This is an optimization exercise on Yosys and OpenROAD, whose aim is a short achievable clock period and few clock cycles per item, not a production implementation.
The RTL was checked by simulation tests, not by an equivalence proof against the original design.

==> trial 63: inputs <==
==> flow/design.v <==
package alu_pkg;
    localparam logic [2:0] ALU_AND = 3'b000;
    localparam logic [2:0] ALU_OR  = 3'b001;
    localparam logic [2:0] ALU_ADD = 3'b010;
    localparam logic [2:0] ALU_SUB = 3'b110;
    localparam logic [2:0] ALU_MUL = 3'b111;
    function automatic logic is_zero32(input logic [31:0] value);
        is_zero32 = (value == 32'd0);
    endfunction
endpackage
module alu_arbiter_alu
(
    input  logic        clk_i,
    input  logic [31:0] req0_data1_i,
    input  logic [31:0] req0_data2_i,
    input  logic [2:0]  req0_ctrl_i,
    input  logic [31:0] req1_data1_i,
    input  logic [31:0] req1_data2_i,
    input  logic [2:0]  req1_ctrl_i,
    output logic [63:0] fast_data_o,     
    output logic [1:0]  fast_zero_o,
    output logic [63:0] slow_data_o,
    output logic [1:0]  slow_zero_o
);
    function automatic logic [31:0] csa_s(input logic [31:0] x, input logic [31:0] y,
                                          input logic [31:0] z);
        csa_s = x ^ y ^ z;
    endfunction
    function automatic logic [31:0] csa_c(input logic [31:0] x, input logic [31:0] y,
                                          input logic [31:0] z);
        csa_c = ((x & y) | (x & z) | (y & z)) << 1;
    endfunction
    logic [31:0] a_in [2];
    logic [31:0] b_in [2];
    logic [2:0]  c_in [2];
    assign a_in[0] = req0_data1_i;
    assign b_in[0] = req0_data2_i;
    assign c_in[0] = req0_ctrl_i;
    assign a_in[1] = req1_data1_i;
    assign b_in[1] = req1_data2_i;
    assign c_in[1] = req1_ctrl_i;
    for (genvar r = 0; r < 2; r++) begin : g_req
        logic [31:0] pp [32];
        logic [31:0] l1 [22];
        logic [31:0] l2 [15];
        logic [31:0] x_d, y_d;
        logic        cin_d;
        always_comb begin
            for (int i = 0; i < 32; i++)
                pp[i] = (a_in[r] << i) & {32{b_in[r][i]}};
            for (int k = 0; k < 10; k++) begin
                l1[2*k]   = csa_s(pp[3*k], pp[3*k+1], pp[3*k+2]);
                l1[2*k+1] = csa_c(pp[3*k], pp[3*k+1], pp[3*k+2]);
            end
            l1[20] = pp[30];
            l1[21] = pp[31];
            for (int k = 0; k < 7; k++) begin
                l2[2*k]   = csa_s(l1[3*k], l1[3*k+1], l1[3*k+2]);
                l2[2*k+1] = csa_c(l1[3*k], l1[3*k+1], l1[3*k+2]);
            end
            l2[14] = l1[21];
            cin_d = 1'b0;
            case (c_in[r])
                alu_pkg::ALU_AND: begin x_d = a_in[r] & b_in[r]; y_d = 32'd0; end
                alu_pkg::ALU_OR:  begin x_d = a_in[r] | b_in[r]; y_d = 32'd0; end
                alu_pkg::ALU_ADD: begin x_d = a_in[r];           y_d = b_in[r]; end
                alu_pkg::ALU_SUB: begin x_d = a_in[r];           y_d = ~b_in[r]; cin_d = 1'b1; end
                default:          begin x_d = 32'd0;             y_d = 32'd0; end
            endcase
        end
        logic [31:0] sa_row [15];
        logic [31:0] sa_x, sa_y;
        logic        sa_cin;
        always_ff @(posedge clk_i) begin
            for (int i = 0; i < 15; i++) sa_row[i] <= l2[i];
            sa_x   <= x_d;
            sa_y   <= y_d;
            sa_cin <= cin_d;
        end
        logic [32:0] fsum;
        assign fsum           = {sa_x, sa_cin} + {sa_y, sa_cin};
        assign fast_data_o[r*32 +: 32] = fsum[32:1];
        assign fast_zero_o[r] = alu_pkg::is_zero32((sa_x ^ sa_y) ^ {sa_x[30:0] | sa_y[30:0], sa_cin});
        logic [31:0] l3 [10];
        logic [31:0] l4 [7];
        logic [31:0] l5 [5];
        logic [31:0] l6 [4];
        always_comb begin
            for (int k = 0; k < 5; k++) begin
                l3[2*k]   = csa_s(sa_row[3*k], sa_row[3*k+1], sa_row[3*k+2]);
                l3[2*k+1] = csa_c(sa_row[3*k], sa_row[3*k+1], sa_row[3*k+2]);
            end
            for (int k = 0; k < 3; k++) begin
                l4[2*k]   = csa_s(l3[3*k], l3[3*k+1], l3[3*k+2]);
                l4[2*k+1] = csa_c(l3[3*k], l3[3*k+1], l3[3*k+2]);
            end
            l4[6] = l3[9];
            for (int k = 0; k < 2; k++) begin
                l5[2*k]   = csa_s(l4[3*k], l4[3*k+1], l4[3*k+2]);
                l5[2*k+1] = csa_c(l4[3*k], l4[3*k+1], l4[3*k+2]);
            end
            l5[4] = l4[6];
            l6[0] = csa_s(l5[0], l5[1], l5[2]);
            l6[1] = csa_c(l5[0], l5[1], l5[2]);
            l6[2] = l5[3];
            l6[3] = l5[4];
        end
        logic [31:0] sb_row [4];
        always_ff @(posedge clk_i) begin
            for (int i = 0; i < 4; i++) sb_row[i] <= l6[i];
        end
        logic [31:0] l7 [3];
        logic [31:0] x_s, y_s;
        logic [31:0] ssum;
        always_comb begin
            l7[0] = csa_s(sb_row[0], sb_row[1], sb_row[2]);
            l7[1] = csa_c(sb_row[0], sb_row[1], sb_row[2]);
            l7[2] = sb_row[3];
            x_s   = csa_s(l7[0], l7[1], l7[2]);
            y_s   = csa_c(l7[0], l7[1], l7[2]);
        end
        assign ssum           = x_s + y_s;
        assign slow_data_o[r*32 +: 32] = ssum;
        assign slow_zero_o[r] = alu_pkg::is_zero32((x_s ^ y_s) ^ {x_s[30:0] | y_s[30:0], 1'b0});
    end
endmodule
module alu_arbiter
#(
    parameter int MUL_LAT = 4
) (
    input  logic        clk_i,
    input  logic        rst_i,
    input  logic        req0_valid_i,
    output logic        req0_ready_o,
    input  logic [31:0] req0_data1_i,
    input  logic [31:0] req0_data2_i,
    input  logic [2:0]  req0_ctrl_i,
    input  logic        req1_valid_i,
    output logic        req1_ready_o,
    input  logic [31:0] req1_data1_i,
    input  logic [31:0] req1_data2_i,
    input  logic [2:0]  req1_ctrl_i,
    output logic        resp_valid_o,
    input  logic        resp_ready_i,
    output logic        resp_id_o,
    output logic [31:0] resp_data_o,
    output logic        resp_zero_o
);
    localparam int DEPTH = 8;    
    logic        last_grant_q;    
    logic        can_q;           
    logic [3:0]  out_cnt_q;       
    logic        gnt0_s, gnt1_s, acc_s, hand_s;
    assign req0_ready_o = can_q & (last_grant_q | ~req1_valid_i);
    assign req1_ready_o = can_q & (~last_grant_q | ~req0_valid_i);
    assign gnt0_s = req0_valid_i & req0_ready_o;
    assign gnt1_s = req1_valid_i & req1_ready_o;
    assign acc_s  = gnt0_s | gnt1_s;
    logic [3:0] out_cnt_d;
    always_comb begin
        out_cnt_d = out_cnt_q + {3'd0, acc_s} - {3'd0, hand_s};
    end
    always_ff @(posedge clk_i or posedge rst_i) begin
        if (rst_i) begin
            last_grant_q <= 1'b1;
            out_cnt_q    <= 4'd0;
            can_q        <= 1'b1;
        end else begin
            if (acc_s) last_grant_q <= gnt1_s;
            out_cnt_q <= out_cnt_d;
            can_q     <= (out_cnt_d < 4'(DEPTH));
        end
    end
    logic [63:0] fast_data_s, slow_data_s;
    logic [1:0]  fast_zero_s, slow_zero_s;
    alu_arbiter_alu u_alu (
        .clk_i        (clk_i),
        .req0_data1_i (req0_data1_i),
        .req0_data2_i (req0_data2_i),
        .req0_ctrl_i  (req0_ctrl_i),
        .req1_data1_i (req1_data1_i),
        .req1_data2_i (req1_data2_i),
        .req1_ctrl_i  (req1_ctrl_i),
        .fast_data_o  (fast_data_s),
        .fast_zero_o  (fast_zero_s),
        .slow_data_o  (slow_data_s),
        .slow_zero_o  (slow_zero_s)
    );
    logic [1:0]  gnt_s, mul_s;
    logic [1:0]  pres_q;                  
    logic [2:0]  wr_slot_q;               
    logic [1:0]  fw_v_q, s1_v_q, s2_v_q;  
    logic [2:0]  fw_slot_q [2];
    logic [2:0]  s1_slot_q [2];
    logic [2:0]  s2_slot_q [2];
    assign gnt_s = {gnt1_s, gnt0_s};
    assign mul_s = {req1_ctrl_i == alu_pkg::ALU_MUL, req0_ctrl_i == alu_pkg::ALU_MUL};
    always_ff @(posedge clk_i or posedge rst_i) begin
        if (rst_i) begin
            pres_q    <= 2'b00;
            wr_slot_q <= 3'd0;
            fw_v_q    <= 2'b00;
            s1_v_q    <= 2'b00;
            s2_v_q    <= 2'b00;
        end else begin
            pres_q <= {req1_valid_i, req0_valid_i} & ~gnt_s;
            if (acc_s) wr_slot_q <= wr_slot_q + 3'd1;
            fw_v_q <= gnt_s & ~mul_s;
            s2_v_q <= gnt_s & mul_s & ~pres_q;
            s1_v_q <= (gnt_s & mul_s & pres_q) | s2_v_q;
        end
    end
    always_ff @(posedge clk_i) begin
        for (int r = 0; r < 2; r++) begin
            fw_slot_q[r] <= wr_slot_q;
            s2_slot_q[r] <= wr_slot_q;
            s1_slot_q[r] <= (gnt_s[r] & mul_s[r] & pres_q[r]) ? wr_slot_q : s2_slot_q[r];
        end
    end
    logic [3:0]  w_v;
    logic [2:0]  w_slot [4];
    logic [33:0] w_word [4];
    assign w_v       = {s1_v_q, fw_v_q};
    assign w_slot[0] = fw_slot_q[0];
    assign w_slot[1] = fw_slot_q[1];
    assign w_slot[2] = s1_slot_q[0];
    assign w_slot[3] = s1_slot_q[1];
    assign w_word[0] = {1'b0, fast_zero_s[0], fast_data_s[31:0]};
    assign w_word[1] = {1'b1, fast_zero_s[1], fast_data_s[63:32]};
    assign w_word[2] = {1'b0, slow_zero_s[0], slow_data_s[31:0]};
    assign w_word[3] = {1'b1, slow_zero_s[1], slow_data_s[63:32]};
    logic        resp_valid_q;
    logic        resp_id_q;
    logic [31:0] resp_data_q;
    logic        resp_zero_q;
    logic [33:0]      rob_q [DEPTH];
    logic [DEPTH-1:0] done_q, done_d;
    logic [2:0]       rd_q;               
    logic             out_free_s, head_done_s, any_hit_s, take_s;
    logic [3:0]       hit_s;
    logic [33:0]      head_word_s, byp_word_s;
    assign hand_s      = resp_valid_q & resp_ready_i;
    assign out_free_s  = ~resp_valid_q | resp_ready_i;
    assign head_done_s = done_q[rd_q];
    assign head_word_s = rob_q[rd_q];
    always_comb begin
        for (int w = 0; w < 4; w++) hit_s[w] = w_v[w] & (w_slot[w] == rd_q);
    end
    assign any_hit_s = |hit_s;
    assign take_s    = out_free_s & (head_done_s | any_hit_s);
    always_comb begin
        if (hit_s[2])      byp_word_s = w_word[2];
        else if (hit_s[3]) byp_word_s = w_word[3];
        else if (hit_s[0]) byp_word_s = w_word[0];
        else               byp_word_s = w_word[1];
    end
    always_comb begin
        done_d = done_q;
        if (out_free_s & head_done_s) done_d[rd_q] = 1'b0;
        for (int w = 0; w < 4; w++)
            if (w_v[w] & ~(out_free_s & ~head_done_s & hit_s[w])) done_d[w_slot[w]] = 1'b1;
    end
    always_ff @(posedge clk_i) begin
        for (int w = 0; w < 4; w++)
            if (w_v[w]) rob_q[w_slot[w]] <= w_word[w];
        if (out_free_s) begin
            if (head_done_s) begin
                resp_id_q   <= head_word_s[33];
                resp_zero_q <= head_word_s[32];
                resp_data_q <= head_word_s[31:0];
            end else if (any_hit_s) begin
                resp_id_q   <= byp_word_s[33];
                resp_zero_q <= byp_word_s[32];
                resp_data_q <= byp_word_s[31:0];
            end
        end
    end
    always_ff @(posedge clk_i or posedge rst_i) begin
        if (rst_i) begin
            resp_valid_q <= 1'b0;
            rd_q         <= 3'd0;
            done_q       <= '0;
        end else begin
            if (out_free_s) resp_valid_q <= head_done_s | any_hit_s;
            if (take_s) rd_q <= rd_q + 3'd1;
            done_q <= done_d;
        end
    end
    assign resp_valid_o = resp_valid_q;
    assign resp_id_o    = resp_id_q;
    assign resp_data_o  = resp_data_q;
    assign resp_zero_o  = resp_zero_q;
endmodule
==> flow/run.sh <==
#!/bin/bash
# synth_recipe.tcl (not shown) runs the flow's synth.tcl, then flattens the netlist and writes it again
# the make line also repeats each setting of config.mk as NAME=value (left out here)
make -C /OpenROAD-flow-scripts/flow DESIGN_CONFIG=/design/flow/config.mk WORK_HOME=/design/flow/orfs CLKGATE_MAP_FILE= SYNTH_SCRIPT=/design/flow/synth_recipe.tcl finish
==> flow/config.mk <==
export PLATFORM = sky130hd
export DESIGN_NAME = alu_arbiter
export DESIGN_NICKNAME = alu_arbiter
export VERILOG_FILES = /design/flow/design.v
export SDC_FILE = /design/flow/constraint.sdc
export NUM_CORES = 4
export LEC_CHECK = 0
export ABC_AREA = 0
export ABC_CLOCK_PERIOD_IN_PS = 3500
export CAP_MARGIN = 20
export CORE_MARGIN = 2
export CORE_UTILIZATION = 40
export SETUP_SLACK_MARGIN = 5
export SLEW_MARGIN = 20
==> flow/constraint.sdc <==
create_clock -name core_clock -period 9.0 [get_ports {clk_i}]
set_input_delay 1.8000 -clock core_clock [delete_from_list [all_inputs] [get_ports {clk_i}]]
set_output_delay 1.8000 -clock core_clock [all_outputs]
set_load 0.01 [all_outputs]
==> inputs of trial 47, as changes to trial 63 <==
--- a/flow/design.v
+++ b/flow/design.v
@@ -87,2 +87,3 @@
         logic [31:0] l6 [4];
+        logic [31:0] l7 [3];
         always_comb begin
@@ -106,8 +107,10 @@
             l6[3] = l5[4];
-        end
-        logic [31:0] sb_row [4];
+            l7[0] = csa_s(l6[0], l6[1], l6[2]);
+            l7[1] = csa_c(l6[0], l6[1], l6[2]);
+            l7[2] = l6[3];
+        end
+        logic [31:0] sb_row [3];
         always_ff @(posedge clk_i) begin
-            for (int i = 0; i < 4; i++) sb_row[i] <= l6[i];
-        end
-        logic [31:0] l7 [3];
+            for (int i = 0; i < 3; i++) sb_row[i] <= l7[i];
+        end
         logic [31:0] x_s, y_s;
@@ -115,7 +118,4 @@
         always_comb begin
-            l7[0] = csa_s(sb_row[0], sb_row[1], sb_row[2]);
-            l7[1] = csa_c(sb_row[0], sb_row[1], sb_row[2]);
-            l7[2] = sb_row[3];
-            x_s   = csa_s(l7[0], l7[1], l7[2]);
-            y_s   = csa_c(l7[0], l7[1], l7[2]);
+            x_s = csa_s(sb_row[0], sb_row[1], sb_row[2]);
+            y_s = csa_c(sb_row[0], sb_row[1], sb_row[2]);
         end
@@ -151,2 +151,4 @@
     logic        can_q;           
+    logic        last_acc_q;      
+    logic        can_acc_q;       
     logic [3:0]  out_cnt_q;       
@@ -155,4 +157,4 @@
     assign req1_ready_o = can_q & (~last_grant_q | ~req0_valid_i);
-    assign gnt0_s = req0_valid_i & req0_ready_o;
-    assign gnt1_s = req1_valid_i & req1_ready_o;
+    assign gnt0_s = req0_valid_i & can_acc_q & (last_acc_q | ~req1_valid_i);
+    assign gnt1_s = req1_valid_i & can_acc_q & (~last_acc_q | ~req0_valid_i);
     assign acc_s  = gnt0_s | gnt1_s;
@@ -165,8 +167,12 @@
             last_grant_q <= 1'b1;
+            last_acc_q   <= 1'b1;
             out_cnt_q    <= 4'd0;
             can_q        <= 1'b1;
+            can_acc_q    <= 1'b1;
         end else begin
             if (acc_s) last_grant_q <= gnt1_s;
-            out_cnt_q <= out_cnt_d;
-            can_q     <= (out_cnt_d < 4'(DEPTH));
+            last_acc_q <= gnt1_s | (~gnt0_s & last_acc_q);
+            out_cnt_q  <= out_cnt_d;
+            can_q      <= (out_cnt_d < 4'(DEPTH));
+            can_acc_q  <= ~out_cnt_d[3];
         end
==> flow/flow/run.sh (new file) <==
#!/bin/bash
set -euo pipefail
sed -e 's/SETUP_SLACK_MARGIN=[0-9.]*/SETUP_SLACK_MARGIN=5.4/' standard.sh > my_standard.sh
bash my_standard.sh > standard.log 2>&1
==> flow/standard.sh (new file) <==
#!/bin/bash
# synth_recipe.tcl (not shown) runs the flow's synth.tcl, then flattens the netlist and writes it again
# the make line also repeats each setting of config.mk as NAME=value (left out here)
make -C /OpenROAD-flow-scripts/flow DESIGN_CONFIG=/design/flow/config.mk WORK_HOME=/design/flow/orfs CLKGATE_MAP_FILE= SYNTH_SCRIPT=/design/flow/synth_recipe.tcl "${@:-finish}"
removed: flow/run.sh
==> results.py <==
metrics = {
    "hold_path": {
        "holdPathEnd": "u_alu.g_req[1].sb_row[0][2]",
    },
    "critical_path": {
        "critical-path-max-stage-delay_ns": 0.15,
        "path_cells": "buf_8 > inv_8 > o21a_1 > buf_2",
        "worst_ep_required_time_ns": 7.20,
        "cp.depth": 4,
    },
    "final_layout": {
        "inverters_excl_clock": 837,
        "syn_to_final_growth_pct": 12.18,
    },
    "yosys": {
        "synthMostInstantiatedCell": "inv_1",
    },
    "placed_design": {
        "place.gp.congestion": 0.9323,
    },
    "status": {
        "status": "finished clean",
    },
}
-- figures above: trial 47

==> results.py <==
metrics = {
    "yosys": {
        "synth_xor_area_share_pct": 4.840,
        "synthMostInstantiatedCell": "fa_1",
    },
    "hold_path": {
        "holdPathEnd": "u_alu.g_req[0].sb_row[0][1]",
    },
    "status": {
        "status": "finished clean",
    },
    "critical_path": {
        "path_cells": "fa_1 > ha_1 > ha_1 > a21o_1 > a211oi_1 > o211ai_1 > a211oi_2 > nor2_1 > a21o_1 > a21oi_2 > xnor2_4 > a21oi_1 > o311ai_1",
        "critical-path-max-stage-delay_ns": 0.49,
        "worst_ep_required_time_ns": 9.46,
        "path_delay_family": "compound AO/OA/AOI/OAI gates",
    },
    "final_layout": {
        "inverters_excl_clock": 782,
        "mostFrequentLayoutCell": "fa_1",
    },
    "global_route": {
        "track_usage_pct": 25.50,
    },
    "sta": {
        "worst_slack_ns": 4.982,
    },
}
-- figures above: trial 63

## static timing again, ports no longer ideal
In the flow no input, the clock included, has a driving cell. The finished layouts below were timed again as built, in two steps. Step 1 sets driving cells, clkbuf_16 on the clock port and buf_2 on the other inputs (assumed; they add their load-dependent delay and slew). Step 2 also shifts input and output timing later by t, the mid clock arrival at the registers, as if the neighbouring blocks saw the same clock. Three values: ideal, step 1, step 2; two values: the first two.
run | t, ns | setup slack, ns | hold slack, ns | clock arrival spread, ns | pins driven straight from the clock port
trial 63 | 0.852 | 4.982 / 4.982 / 4.540 | 0.325 / 0.325 / 0.325 | 0.121 / 0.121 | 1
trial 47 | 0.866 | 5.002 / 4.949 / 4.605 | 0.322 / 0.322 / 0.322 | 0.063 / 0.062 | 1
After both steps every run listed still meets setup and hold. For trial 63, which loses most, drivers alone change the setup slack by 0.000 ns; drivers and shift together by -0.442 ns.
